This design comes from an exercise in tuning for small area, a short achievable clock period and few clock cycles on the open sky130 flow, not from production work. In this exercise RTL edits were held to simulation tests only and were not proved equivalent to the original. No driver is modelled on the clock port, so clock power and skew are understated where the tree is cut down; a real chip needs a root buffer or a tree. Power is estimated from default activity; no workload was simulated.

## the reference run
==> flow/design.v <==
`default_nettype none
package conv_window_pkg;
    localparam int img_size    = 32;   
    localparam int kernel_size = 5;
    localparam int out_size    = img_size - kernel_size + 1;   
    localparam int num_lines   = 6;    
    localparam int pixel_w    = 8;
    localparam int col_w      = 5;
    localparam int fill_row_w = 6;     
    localparam int line_w     = 3;
    typedef logic [pixel_w-1:0] pixel_t;
    typedef logic signed [pixel_w-1:0] spixel_t;
    typedef spixel_t [kernel_size-1:0][kernel_size-1:0] window_t;
    typedef pixel_t [num_lines-1:0][kernel_size-1:0] block_t;
endpackage
`default_nettype wire
`timescale 1ns/1ns
`default_nettype none
module conv_window_top (
    input  wire                         clk,
    input  wire                         reset_n,
    input  wire                         i_start,
    input  wire                         i_pixel_valid,
    input  wire  [7:0]                  i_pixel,
    input  wire                         i_conv_ready,
    output logic                        o_fill_active,
    output logic [199:0]                o_window,   
    output logic                        o_conv_valid,
    output logic                        o_conv_row_start,
    output logic                        o_conv_row_end,
    output logic                        o_done
);
    localparam int img   = 32;
    localparam int ks    = 5;
    localparam int depth = (ks - 1) * img + ks - 1;   
    logic [7:0]         in_px;   
    logic [depth*8-1:0] chain;   
    logic       active;      
    logic       fill;        
    logic       pend;        
    logic       sh;          
    logic [4:0] row;         
    logic [4:0] col;
    logic       all_in;      
    logic take;
    logic new_win;
    logic want;
    logic show;
    logic show_start;
    logic show_end;
    logic show_last;
    logic pend_nxt;
    logic all_in_nxt;
    assign take        = i_pixel_valid && fill;
    assign new_win     = take && (row >= 5'd4) && (col >= 5'd4);
    assign want        = new_win || pend;
    assign show        = want && i_conv_ready;
    assign show_start  = pend ? (col == 5'd5) : (col == 5'd4);
    assign show_end    = pend ? (col == 5'd0) : (col == 5'd31);
    assign show_last   = pend ? all_in : (row == 5'd31 && col == 5'd31);
    assign pend_nxt    = want && !i_conv_ready;
    assign all_in_nxt  = all_in || (take && row == 5'd31 && col == 5'd31);
    assign o_fill_active = fill;
    always_comb begin
        for (int i = 0; i < ks; i++)
            for (int j = 0; j < ks; j++)
                if (i == ks - 1 && j == ks - 1)
                    o_window[(i*ks+j)*8 +: 8] = in_px;
                else
                    o_window[(i*ks+j)*8 +: 8] = chain[((ks-1-i)*img + (ks-1-j) - 1)*8 +: 8];
    end
    always_ff @(posedge clk) begin
        if (take) in_px <= i_pixel;
        if (sh) chain <= {chain[(depth-1)*8-1:0], in_px};
    end
    always_ff @(posedge clk) begin
        if (!reset_n) begin
            active           <= 1'b0;
            fill             <= 1'b0;
            pend             <= 1'b0;
            sh               <= 1'b0;
            row              <= '0;
            col              <= '0;
            all_in           <= 1'b0;
            o_conv_valid     <= 1'b0;
            o_conv_row_start <= 1'b0;
            o_conv_row_end   <= 1'b0;
            o_done           <= 1'b0;
        end else if (!active) begin
            pend             <= 1'b0;
            sh               <= 1'b0;
            row              <= '0;
            col              <= '0;
            all_in           <= 1'b0;
            o_conv_valid     <= 1'b0;
            o_conv_row_start <= 1'b0;
            o_conv_row_end   <= 1'b0;
            o_done           <= 1'b0;
            if (i_start) begin
                active <= 1'b1;
                fill   <= 1'b1;
            end
        end else begin
            if (take) begin
                col <= col + 1'b1;
                if (col == 5'd31) row <= row + 1'b1;
            end
            all_in           <= all_in_nxt;
            pend             <= pend_nxt;
            sh               <= (take || pend) && !pend_nxt;
            fill             <= !all_in_nxt && !pend_nxt;
            o_conv_valid     <= show;
            o_conv_row_start <= show && show_start;
            o_conv_row_end   <= show && show_end;
            o_done           <= show && show_last;
            if (show && show_last) begin
                active <= 1'b0;
                fill   <= 1'b0;
            end
        end
    end
endmodule
`default_nettype wire
Settings: LEC_CHECK=0, CAP_MARGIN=20, CELL_PAD_IN_SITES_DETAIL_PLACEMENT=0, CELL_PAD_IN_SITES_GLOBAL_PLACEMENT=1, CORE_MARGIN=2, CORE_UTILIZATION=55, GPL_ROUTABILITY_DRIVEN=1, PLACE_DENSITY=0.65, SLEW_MARGIN=20; clock period 9.0 ns.
standard.sh (not shown) runs the stock make flow with config.mk's settings and CLKGATE_MAP_FILE= SYNTH_SCRIPT=/design/flow/synth_recipe.tcl, a recipe that flattens the netlist after the stock synthesis.
==> flow/flow/run.sh <==
#!/bin/bash
set -euo pipefail
export BUFFER_PORTS_ARGS="-buffer_cell sky130_fd_sc_hd__buf_1"
export SETUP_SLACK_MARGIN=5.8
export CTS_ARGS="-sink_clustering_enable -repair_clock_nets -sink_clustering_size 30 -sink_clustering_max_diameter 100 -dont_use_dummy_load"
export POST_CTS_TCL="$(pwd)/flow/post_cts.tcl"
export PRE_DETAIL_PLACE_TCL="$(pwd)/flow/pre_dpl.tcl"
export PLACE_PINS_ARGS='-group_pins {o_window[0] o_window[8] o_window[16] o_window[24] o_window[32]} -group_pins {o_window[1] o_window[9] o_window[17] o_window[25] o_window[33]} -group_pins {o_window[2] o_window[10] o_window[18] o_window[26] o_window[34]} -group_pins {o_window[3] o_window[11] o_window[19] o_window[27] o_window[35]} -group_pins {o_window[4] o_window[12] o_window[20] o_window[28] o_window[36]} -group_pins {o_window[5] o_window[13] o_window[21] o_window[29] o_window[37]} -group_pins {o_window[6] o_window[14] o_window[22] o_window[30] o_window[38]} -group_pins {o_window[7] o_window[15] o_window[23] o_window[31] o_window[39]} -group_pins {o_window[40] o_window[48] o_window[56] o_window[64] o_window[72]} -group_pins {o_window[41] o_window[49] o_window[57] o_window[65] o_window[73]} -group_pins {o_window[42] o_window[50] o_window[58] o_window[66] o_window[74]} -group_pins {o_window[43] o_window[51] o_window[59] o_window[67] o_window[75]} -group_pins {o_window[44] o_window[52] o_window[60] o_window[68] o_window[76]} -group_pins {o_window[45] o_window[53] o_window[61] o_window[69] o_window[77]} -group_pins {o_window[46] o_window[54] o_window[62] o_window[70] o_window[78]} -group_pins {o_window[47] o_window[55] o_window[63] o_window[71] o_window[79]} -group_pins {o_window[80] o_window[88] o_window[96] o_window[104] o_window[112]} -group_pins {o_window[81] o_window[89] o_window[97] o_window[105] o_window[113]} -group_pins {o_window[82] o_window[90] o_window[98] o_window[106] o_window[114]} -group_pins {o_window[83] o_window[91] o_window[99] o_window[107] o_window[115]} -group_pins {o_window[84] o_window[92] o_window[100] o_window[108] o_window[116]} -group_pins {o_window[85] o_window[93] o_window[101] o_window[109] o_window[117]} -group_pins {o_window[86] o_window[94] o_window[102] o_window[110] o_window[118]} -group_pins {o_window[87] o_window[95] o_window[103] o_window[111] o_window[119]} -group_pins {o_window[120] o_window[128] o_window[136] o_window[144] o_window[152]} -group_pins {o_window[121] o_window[129] o_window[137] o_window[145] o_window[153]} -group_pins {o_window[122] o_window[130] o_window[138] o_window[146] o_window[154]} -group_pins {o_window[123] o_window[131] o_window[139] o_window[147] o_window[155]} -group_pins {o_window[124] o_window[132] o_window[140] o_window[148] o_window[156]} -group_pins {o_window[125] o_window[133] o_window[141] o_window[149] o_window[157]} -group_pins {o_window[126] o_window[134] o_window[142] o_window[150] o_window[158]} -group_pins {o_window[127] o_window[135] o_window[143] o_window[151] o_window[159]} -group_pins {o_window[160] o_window[168] o_window[176] o_window[184] o_window[192]} -group_pins {o_window[161] o_window[169] o_window[177] o_window[185] o_window[193]} -group_pins {o_window[162] o_window[170] o_window[178] o_window[186] o_window[194]} -group_pins {o_window[163] o_window[171] o_window[179] o_window[187] o_window[195]} -group_pins {o_window[164] o_window[172] o_window[180] o_window[188] o_window[196]} -group_pins {o_window[165] o_window[173] o_window[181] o_window[189] o_window[197]} -group_pins {o_window[166] o_window[174] o_window[182] o_window[190] o_window[198]} -group_pins {o_window[167] o_window[175] o_window[183] o_window[191] o_window[199]}'
bash standard.sh > flow_make.log 2>&1
Other scripts of this flow, unchanged in this note and not shown: flow/flow/post_cts.tcl, flow/flow/pre_dpl.tcl
Testbench counts of the reference run, summed over its fixed seeds: cycles 24,624.
[inputs] the trial run vs the reference run
-- flow/design.v --
<<< the reference run, line 33
    localparam int img   = 32;
    localparam int ks    = 5;
    localparam int depth = (ks - 1) * img + ks - 1;   
    logic [7:0]         in_px;   
    logic [depth*8-1:0] chain;   
    logic       active;      
    logic       fill;        
    logic       pend;        
    logic       sh;          
>>> the trial run, line 33
    localparam int img   = 32;
    localparam int ks    = 5;
    localparam int depth = (ks - 1) * img + ks;   
    logic [depth*8-1:0] chain;   
    logic       active;      
    logic       fill;        
    logic       got_all;     
    logic       in_v;        
    logic [7:0] in_px;
    logic       pend;        
    logic       sh;          
<<< the reference run, line 43
    logic [4:0] col;
    logic       all_in;      
    logic take;
    logic new_win;
    logic want;
>>> the trial run, line 45
    logic [4:0] col;
    logic       all_in;      
    logic new_win;
    logic want;
<<< the reference run, line 50
    logic show_end;
    logic show_last;
    logic pend_nxt;
    logic all_in_nxt;
    assign take        = i_pixel_valid && fill;
    assign new_win     = take && (row >= 5'd4) && (col >= 5'd4);
    assign want        = new_win || pend;
    assign show        = want && i_conv_ready;
>>> the trial run, line 51
    logic show_end;
    logic show_last;
    logic take;
    logic last_take;
    logic pend_nxt;
    logic in_v_nxt;
    logic got_all_nxt;
    assign take        = i_pixel_valid && fill;
    assign new_win     = sh && (row >= 5'd4) && (col >= 5'd4);
    assign want        = new_win || pend;
    assign show        = want && i_conv_ready;
<<< the reference run, line 60
    assign show_last   = pend ? all_in : (row == 5'd31 && col == 5'd31);
    assign pend_nxt    = want && !i_conv_ready;
    assign all_in_nxt  = all_in || (take && row == 5'd31 && col == 5'd31);
    assign o_fill_active = fill;
    always_comb begin
        for (int i = 0; i < ks; i++)
            for (int j = 0; j < ks; j++)
                if (i == ks - 1 && j == ks - 1)
                    o_window[(i*ks+j)*8 +: 8] = in_px;
                else
                    o_window[(i*ks+j)*8 +: 8] = chain[((ks-1-i)*img + (ks-1-j) - 1)*8 +: 8];
    end
    always_ff @(posedge clk) begin
>>> the trial run, line 64
    assign show_last   = pend ? all_in : (row == 5'd31 && col == 5'd31);
    assign pend_nxt    = want && !i_conv_ready;
    assign in_v_nxt    = take || (in_v && !sh);
    assign last_take   = take && row == 5'd31 && (in_v ? col == 5'd30 : col == 5'd31);
    assign got_all_nxt = got_all || last_take;
    assign o_fill_active = fill;
    always_comb begin
        for (int i = 0; i < ks; i++)
            for (int j = 0; j < ks; j++)
                o_window[(i*ks+j)*8 +: 8] = chain[((ks-1-i)*img + (ks-1-j))*8 +: 8];
    end
    always_ff @(posedge clk) begin
<<< the reference run, line 78
            active           <= 1'b0;
            fill             <= 1'b0;
            pend             <= 1'b0;
            sh               <= 1'b0;
>>> the trial run, line 81
            active           <= 1'b0;
            fill             <= 1'b0;
            got_all          <= 1'b0;
            in_v             <= 1'b0;
            pend             <= 1'b0;
            sh               <= 1'b0;
<<< the reference run, line 88
            o_done           <= 1'b0;
        end else if (!active) begin
            pend             <= 1'b0;
            sh               <= 1'b0;
>>> the trial run, line 93
            o_done           <= 1'b0;
        end else if (!active) begin
            got_all          <= 1'b0;
            in_v             <= 1'b0;
            pend             <= 1'b0;
            sh               <= 1'b0;
<<< the reference run, line 102
            end
        end else begin
            if (take) begin
                col <= col + 1'b1;
                if (col == 5'd31) row <= row + 1'b1;
            end
            all_in           <= all_in_nxt;
            pend             <= pend_nxt;
            sh               <= (take || pend) && !pend_nxt;
            fill             <= !all_in_nxt && !pend_nxt;
            o_conv_valid     <= show;
            o_conv_row_start <= show && show_start;
>>> the trial run, line 109
            end
        end else begin
            if (sh) begin
                col <= col + 1'b1;
                if (col == 5'd31) begin
                    row <= row + 1'b1;
                    if (row == 5'd31) all_in <= 1'b1;
                end
            end
            got_all          <= got_all_nxt;
            in_v             <= in_v_nxt;
            pend             <= pend_nxt;
            sh               <= in_v_nxt && !pend_nxt;
            fill             <= !got_all_nxt && !(in_v_nxt && pend_nxt);
            o_conv_valid     <= show;
            o_conv_row_start <= show && show_start;
==> summary.txt <==
Worst setup slack: the trial run > the reference run
Changes observed in the trial run relative to the reference run: clock distribution area overhead in the final layout held, share of the cycle needed by the critical path after routing went down 0.86 points, worst hold margin went down 12 ps.
Power: the trial run draws more than the reference run
Compared with the reference run, the detailed router inserted more vias in the trial run.
The trial run ended up with more standard cells than the reference run.
Testbench counts of the trial run, summed over its fixed seeds: cycles 24,648.

[what the ideal ports hide]
The results above use ideal ports. As a check the final layouts listed here were re-extracted and re-timed, cells and wires unchanged.
Step 1 sets driving cells, clkbuf_16 on the clock port and buf_2 on the other inputs (assumed; they add their load-dependent delay and slew).
Step 2 adds t to the input delays and takes it off the output delays; t is the mean of the earliest and latest rising clock arrival at the registers after step 1. Input paths then give back, and output paths get back, about the clock's delay inside the block.
Three values: ideal ports, drivers, drivers and shift; two values: the first two.
run	t, ns	setup WS [ns]	worst setup path at the end
the reference run	0.508	6.121 / 6.013 / 5.966	input to register
the trial run	0.514	6.198 / 6.085 / 5.833	input to register
After both steps setup and hold are still met in every run listed. The setup slack of the trial run, which loses most, moves by -0.113 ns with the drivers and by -0.365 ns with both steps.
